What follows belongs to an exercise in optimizing a design on an open flow for small area; a production flow would make more cautious choices. Only simulation tests tie the RTL to the original design; equivalence was not proved. Power and IR drop assume default switching activity.

`config.mk`:
```
export PLATFORM = sky130hd
export DESIGN_NAME = random_map_writer
export DESIGN_NICKNAME = random_map_writer
export VERILOG_FILES = /design/flow/design.v
export SDC_FILE = /design/flow/constraint.sdc
export NUM_CORES = 4
export LEC_CHECK = 0
export CAP_MARGIN = 20
export CORE_MARGIN = 2
export CORE_UTILIZATION = 40
export SLEW_MARGIN = 20
```
`constraint.sdc`:
```
create_clock -name core_clock -period 5.0 [get_ports {clk}]
set_input_delay 1.0000 -clock core_clock [delete_from_list [all_inputs] [get_ports {clk}]]
set_output_delay 1.0000 -clock core_clock [all_outputs]
set_load 0.01 [all_outputs]
```
`design.v`:
```
`timescale 1ns/1ps
module random_map_writer #(
    parameter int CELLS_X = 32,
    parameter int CELLS_Y = 24
) (
    input  logic       clk,
    input  logic       rst,
    input  logic       start,
    input  logic [15:0] seed,
    input  logic [4:0] density,
    input  logic [4:0] rd_x,
    input  logic [4:0] rd_y,
    output logic       rd_occ,
    output logic       busy,
    output logic       done,
    output logic [9:0] occ_count
);
    localparam int          NCELLS       = CELLS_X * CELLS_Y;
    localparam int          IDX_W        = $clog2(NCELLS);
    localparam logic [15:0] LFSR_DEFAULT = 16'hACE1;
    typedef enum logic [1:0] {
        IDLE,
        FILL,
        DONE
    } state_t;
    state_t state;
    state_t state_next;
    logic [NCELLS-1:0] map;
    logic [IDX_W-1:0]  idx;
    logic [15:0]       lfsr;
    logic [15:0]       lfsr_next;
    logic [4:0]        density_q;
    logic              start_accept;
    logic              last_cell;
    logic              cell_bit;
    logic [IDX_W-1:0]  rd_lin;
    logic              rd_valid;
    assign start_accept = (state == IDLE) && start;
    assign last_cell    = (idx == IDX_W'(NCELLS - 1));
    assign lfsr_next = {lfsr[14:0], lfsr[15] ^ lfsr[13] ^ lfsr[12] ^ lfsr[10]};
    assign cell_bit = ({1'b0, lfsr[3:0]} < density_q);
    always_ff @(posedge clk) begin
        if (rst) begin
            state <= IDLE;
        end else begin
            state <= state_next;
        end
    end
    always_comb begin
        state_next = state;
        case (state)
            IDLE: if (start) state_next = FILL;
            FILL: if (last_cell) state_next = DONE;
            DONE: state_next = IDLE;
            default: state_next = IDLE;
        endcase
    end
    always_comb begin
        busy = 1'b0;
        done = 1'b0;
        case (state)
            FILL:    busy = 1'b1;
            DONE:    done = 1'b1;
            default: ;
        endcase
    end
    always_ff @(posedge clk) begin
        if (rst) begin
            map       <= '0;
            idx       <= '0;
            lfsr      <= LFSR_DEFAULT;
            density_q <= '0;
            occ_count <= '0;
        end else if (start_accept) begin
            lfsr      <= (seed == 16'h0000) ? LFSR_DEFAULT : seed;
            density_q <= (density > 5'd16) ? 5'd16 : density;
            idx       <= '0;
            occ_count <= '0;
        end else if (state == FILL) begin
            map[idx]  <= cell_bit;
            occ_count <= occ_count + 10'(cell_bit);
            idx       <= idx + 1'b1;
            lfsr      <= lfsr_next;
        end
    end
    assign rd_valid = (32'(rd_x) < CELLS_X) && (32'(rd_y) < CELLS_Y);
    assign rd_lin   = IDX_W'(rd_y) * IDX_W'(CELLS_X) + IDX_W'(rd_x);
    always_ff @(posedge clk) begin
        if (rst) begin
            rd_occ <= 1'b0;
        end else begin
            rd_occ <= rd_valid ? map[rd_lin] : 1'b0;
        end
    end
endmodule
```
`run.sh`:
```
#!/bin/bash
# synth_recipe.tcl (not shown) runs the flow's synth.tcl, then flattens the netlist and writes it again
# the make line also repeats each setting of config.mk as NAME=value (left out here)
make -C /OpenROAD-flow-scripts/flow DESIGN_CONFIG=/design/flow/config.mk WORK_HOME=/design/flow/orfs CLKGATE_MAP_FILE= SYNTH_SCRIPT=/design/flow/synth_recipe.tcl finish
```
==> run summary <==
-- stage by stage --
stage / total power [mW] / setup WS [ps] / area, um2 / utilization / instances
finish: 14.4 / 588 / 42400 / 0.454 / 5459
global route: 14.7 / 719 / 42400 / 0.454 / 5454
CTS: 14.4 / 965 / 42400 / 0.454 / 5451
detailed placement: 7.66 / 273 / 39400 / 0.422 / 5295
global placement: 7.65 / 362 / 39400 / 0.422 / 5295
floorplan: 7.22 / 1280 / 37600 / - / 4315
-- cells in the final DEF (no fill, tap or decap), types with 6 or more instances in the layout --
| master | netlist | final |
|---|---|---|
| sky130_fd_sc_hd__nand3_1 | 230 | 230 |
| sky130_fd_sc_hd__nand2b_1 | 12 | 12 |
| sky130_fd_sc_hd__mux4_2 | 192 | 192 |
| sky130_fd_sc_hd__dfxtp_1 | 812 | 812 |
| sky130_fd_sc_hd__a311oi_1 | 141 | 141 |
| sky130_fd_sc_hd__clkbuf_1 | 385 | 25 |
| sky130_fd_sc_hd__buf_12 | 0 | 14 |
| sky130_fd_sc_hd__inv_1 | 18 | 18 |
| sky130_fd_sc_hd__bufinv_16 | 0 | 8 |
| sky130_fd_sc_hd__xor2_1 | 11 | 11 |
| sky130_fd_sc_hd__diode_2 | 0 | 7 |
| sky130_fd_sc_hd__or2_2 | 6 | 6 |
| sky130_fd_sc_hd__and3_1 | 7 | 7 |
| sky130_fd_sc_hd__a22o_1 | 7 | 7 |
| sky130_fd_sc_hd__buf_4 | 6 | 155 |
| sky130_fd_sc_hd__xnor2_1 | 7 | 7 |
| sky130_fd_sc_hd__a221oi_1 | 6 | 6 |
| sky130_fd_sc_hd__nand2_1 | 511 | 508 |
| sky130_fd_sc_hd__o21ai_0 | 589 | 586 |
| sky130_fd_sc_hd__nor2b_1 | 18 | 17 |
| sky130_fd_sc_hd__clkbuf_8 | 0 | 21 |
| sky130_fd_sc_hd__ha_1 | 10 | 10 |
| sky130_fd_sc_hd__nor4_1 | 14 | 14 |
| sky130_fd_sc_hd__and2_1 | 13 | 8 |
| sky130_fd_sc_hd__a21oi_1 | 733 | 732 |
| sky130_fd_sc_hd__o221ai_1 | 6 | 6 |
| sky130_fd_sc_hd__mux2_2 | 8 | 8 |
| sky130_fd_sc_hd__clkinv_2 | 0 | 8 |
| sky130_fd_sc_hd__nor2_2 | 5 | 22 |
| sky130_fd_sc_hd__clkdlybuf4s50_1 | 0 | 40 |
| sky130_fd_sc_hd__clkbuf_16 | 0 | 90 |
| sky130_fd_sc_hd__nor2_1 | 161 | 143 |
| sky130_fd_sc_hd__a211oi_1 | 15 | 15 |
| sky130_fd_sc_hd__nor3_1 | 72 | 72 |
| sky130_fd_sc_hd__mux2i_1 | 95 | 95 |
| sky130_fd_sc_hd__a22oi_1 | 41 | 41 |
| sky130_fd_sc_hd__a2111oi_2 | 0 | 17 |
-- metal layers --
metal / up-vias / GRT usage / routed length, um / part of all wire
li1: 15386 / - / - / -
met1: 17621 / 0.425 / 61900 / 0.39
met2: 2289 / 0.459 / 67000 / 0.43
met3: 554 / 0.0731 / 18800 / 0.12
met4: 0 / 0.182 / 9900 / 0.063
met5: - / 0 / 0 / 0
-- power breakdown --
part | internal [mW] | switching (mW)
logic | 0.239 | 0.812
clock network | 4.03 | 2.82
registers | 6.49 | 0.0157
-- flip-flops by register name, summed over array words and instances (netlist names) --
signal / cells
occ_count: 10
lfsr: 16
map: 768
density_q: 5
state: 2
idx: 10
rd_occ: 1
-- synthesized netlist by cell type (19+ instances only) --
| cell | n | area share |
|---|---|---|
| sky130_fd_sc_hd__dfxtp_1 | 812 | 0.43 |
| sky130_fd_sc_hd__a21oi_1 | 733 | 0.097 |
| sky130_fd_sc_hd__o21ai_0 | 589 | 0.078 |
| sky130_fd_sc_hd__nand2_1 | 511 | 0.051 |
| sky130_fd_sc_hd__clkbuf_1 | 385 | 0.038 |
| sky130_fd_sc_hd__nand3_1 | 230 | 0.031 |
| sky130_fd_sc_hd__mux4_2 | 192 | 0.11 |
| sky130_fd_sc_hd__nor2_1 | 161 | 0.016 |
| sky130_fd_sc_hd__a311oi_1 | 141 | 0.033 |
| sky130_fd_sc_hd__mux2i_1 | 95 | 0.025 |
| sky130_fd_sc_hd__buf_2 | 77 | 0.010 |
| sky130_fd_sc_hd__nor3_1 | 72 | 0.0096 |
| sky130_fd_sc_hd__a22oi_1 | 41 | 0.0082 |
| sky130_fd_sc_hd__buf_1 | 19 | 0.0019 |
-- worst max-delay path, delay by kind of cell --
kind            cells  cell delay [ps]
buf+inv             2             1170
compound gates      3             1210
simple gates        4             1620
-- final cells by class --
cell class / count / share of cell area
Multi-Input combinational cell: 2994 / 0.462
Sequential cell: 812 / 0.384
Clock inverter: 20 / 0.00782
Clock buffer: 136 / 0.0622
Timing Repair Buffer: 216 / 0.0453
Antenna cell: 7 / 0.000413
Tap cell: 1254 / 0.0370
Inverter: 20 / 0.00177
-- cells by family after synthesis --
family | Yosys count | share of synthesized area
buffers and inverters | 509 | 0.0543
adder cells (fa/ha/maj) | 10 | 0.00332
flip-flops | 812 | 0.432
AO/OA/AOI/OAI | 1597 | 0.238
multiplexers | 295 | 0.143
XOR/XNOR | 18 | 0.00419
AND/OR/NAND/NOR | 1074 | 0.125
-- worst min path at each step --
stage              endpoint  slack (ps)         start  depth (start not counted)
4_1_cts        density_q[1]         450  density_q[1]                          2
3_3_place_gp   density_q[1]         440  density_q[1]                          2
2_1_floorplan  density_q[1]         430  density_q[1]                          2
3_5_place_dp   density_q[2]         450  density_q[2]                          2
6_report       density_q[2]         450  density_q[2]                          2
5_1_grt             lfsr[9]         480       lfsr[9]                          2
==> impl_summary.txt <==
----------------------------------------------------
[Final layout]
  Final Net Count ... about 4200
  Layout cells sized above 1 ... 0.137
  Syn-to-layout area delta ... 12.6%
  Count of filler cells inserted in the layout ... 9035
  Register Area ... 16300 um2
  Area occupied by multi-input gates ... 19600 um2

[Setup path]
  Chain of cells forming the critical path ... clkdlybuf4s50_1, nor2b_1, nand2_1, nor2_1, a2111oi_0, buf_4, a2111oi_0, and3_1, a211o_1
  CP Capture Type ... flop
  Setup slack, reg-to-reg ... about 850 ps
  CP startpoint kind ... input port
  Crit Reg-Reg Startpoint ... idx[0]
  Reg2Reg Capture Point ... map[30]
  Cell seen most often among critical-path stages ... sky130_fd_sc_hd__a2111oi_0
  Required time at the endpoint of the critical path ... approximately 5600 ps
  Last element of the critical path ... rd_occ
  Arrival time of data at the critical path endpoint ... 5020 ps
  Startpoint of the most critical setup path ... rd_y[0]
  Maximum fanout along the worst path ... 12
  Maximum single-stage delay on the critical path ... 970 ps
  Category of the critical setup timing path ... input port to flop
  Worst-case reg-to-reg path depth ... 8
  Cell type of the slowest stage on the worst timing path ... sky130_fd_sc_hd__a2111oi_0

[STA]
  Number of max-slew violations in the final report ... 0
  Shortest period the worst path allows ... 4410 ps
  Tightest slew margin relative to the limit ... 0.0678
  Worst Hold Slack ... 452 ps
  Final worst clock skew ... about 29 ps
  RSZ-0062 raised after global routing ... false
  Final-report setup violation count ... 0
  Peak Freq ... between 200 and 250 MHz
  Total Neg Setup Slack ... 0 ps
  Worst Max-Slew Pin Slew ... 1400 ps
  Final cycle utilization of the critical path ... 0.882
  Number of failing hold endpoints at the final stage ... 0

[Detailed routing]
  WL/cell ... 28.9 um
  Count of vias placed by the detailed router ... 35850
  DR vias/cell ... 6.57
  Number of iterations in the first detailed-routing pass ... 6
  Antenna-violating nets left ... 0
  DR DRC count ... 0
  Starting DRC count in detailed routing ... ~5500
  Routed wire length ... around 160 mm

[Clock tree]
  Clk latency of the worst-skew pair ... around 670 ps
  Number of hold-repair buffers added at the cts stage ... 0
  Number of sinks handled by clock tree synthesis ... around 810
  CTS tree ... built
  Total of cells resized after clock tree synthesis ... 0
  CTS root buf ... sky130_fd_sc_hd__clkbuf_16
  CTS H-Tree Depth ... 3
  Setup fix buffers added after clock tree synthesis ... 0
  Maximum root-to-sink buffer count ... 3
  TritonCTS buffer count ... 87
  Clock slew at the register clock pins of the worst setup and hold paths ... ~70 ps

[GRT]
  Maximum number of pins on one net before global-route repair ... approximately 210
  Vias in the first global route ... about 33000
  Global-route congestion overflow total ... 0
  Global-route wire length before repair ... between 200 and 250 mm
  Number of antenna violations at the first check in global routing ... 8
  GRT Util Overall ... 0.314

[Hold path]
  Worst min path class ... flop to flop

[Synthesis]
  Yosys warning total ... 1
  Number of storage elements in the synthesis netlist ... ~810
  Share of synthesized flip-flops with an asynchronous set or reset ... 0
  Post-synth net total ... 4359
  Post-synthesis average cell area ... 8.72 um2
  Post-synth EDFFs ... 0
  Synthesized netlist cell count ... about 4300
  Cell Area, Synth ... ~38000 um2
  Dominant synthesized flop cell ... sky130_fd_sc_hd__dfxtp_1
  Synth unique cells ... between 60 and 70
  Portion of the post-synthesis area used by sequential elements ... 0.432

[Power]
  Standby leakage power ... roughly 13 nW
  Worst VDD drop ... 0.427 mV
  Cell area power density ... roughly 340 nW/um2

[Floorplan]
  Die Outline Area ... roughly 97000 um2
  Die boundary height ... around 310 um
  Num ports ... between 40 and 50
  FP Rows ... between 100 and 150
  Floorplan die width ... about 310 um
  Total core area ... about 93000 um2
  Effective utilization at floorplan ... 0.403

[Outcome]
  Outcome ... complete, no violations

[Placement]
  Weighted congestion reported at the end of routability-driven placement ... ~0.9
  Half-perimeter wire length after placement ... ~91 mm
  Count of buffers inserted at the top-level ports ... 46

[Flow run]
  Reported max-cap violation count ... 0

----------------------------------------------------

==> port drivers added, routing unchanged <==
In the flow no input, the clock included, has a driving cell. The finished layout below was timed again as built, in two steps. Step 1 sets driving cells, clkbuf_16 on the clock port and buf_2 on the other inputs (assumed; they add their load-dependent delay and slew). Step 2 moves the port delays by t, midway between the first and last clock arrival at a register: inputs arrive t later, outputs are due t later. That takes back most of the time a late clock gives input paths. Slacks: ideal ports / drivers / drivers and shift; pairs: ideal ports / drivers.
shift t [ns]: 0.726
setup WS [ns]: 0.588 / 0.635 / -0.091
worst hold slack (ns): 0.452 / 0.452 / 0.452
With both steps, setup timing fails in this run, where it was met with ideal ports. For this run, drivers alone change the setup slack by +0.047 ns; drivers and shift together by -0.679 ns.
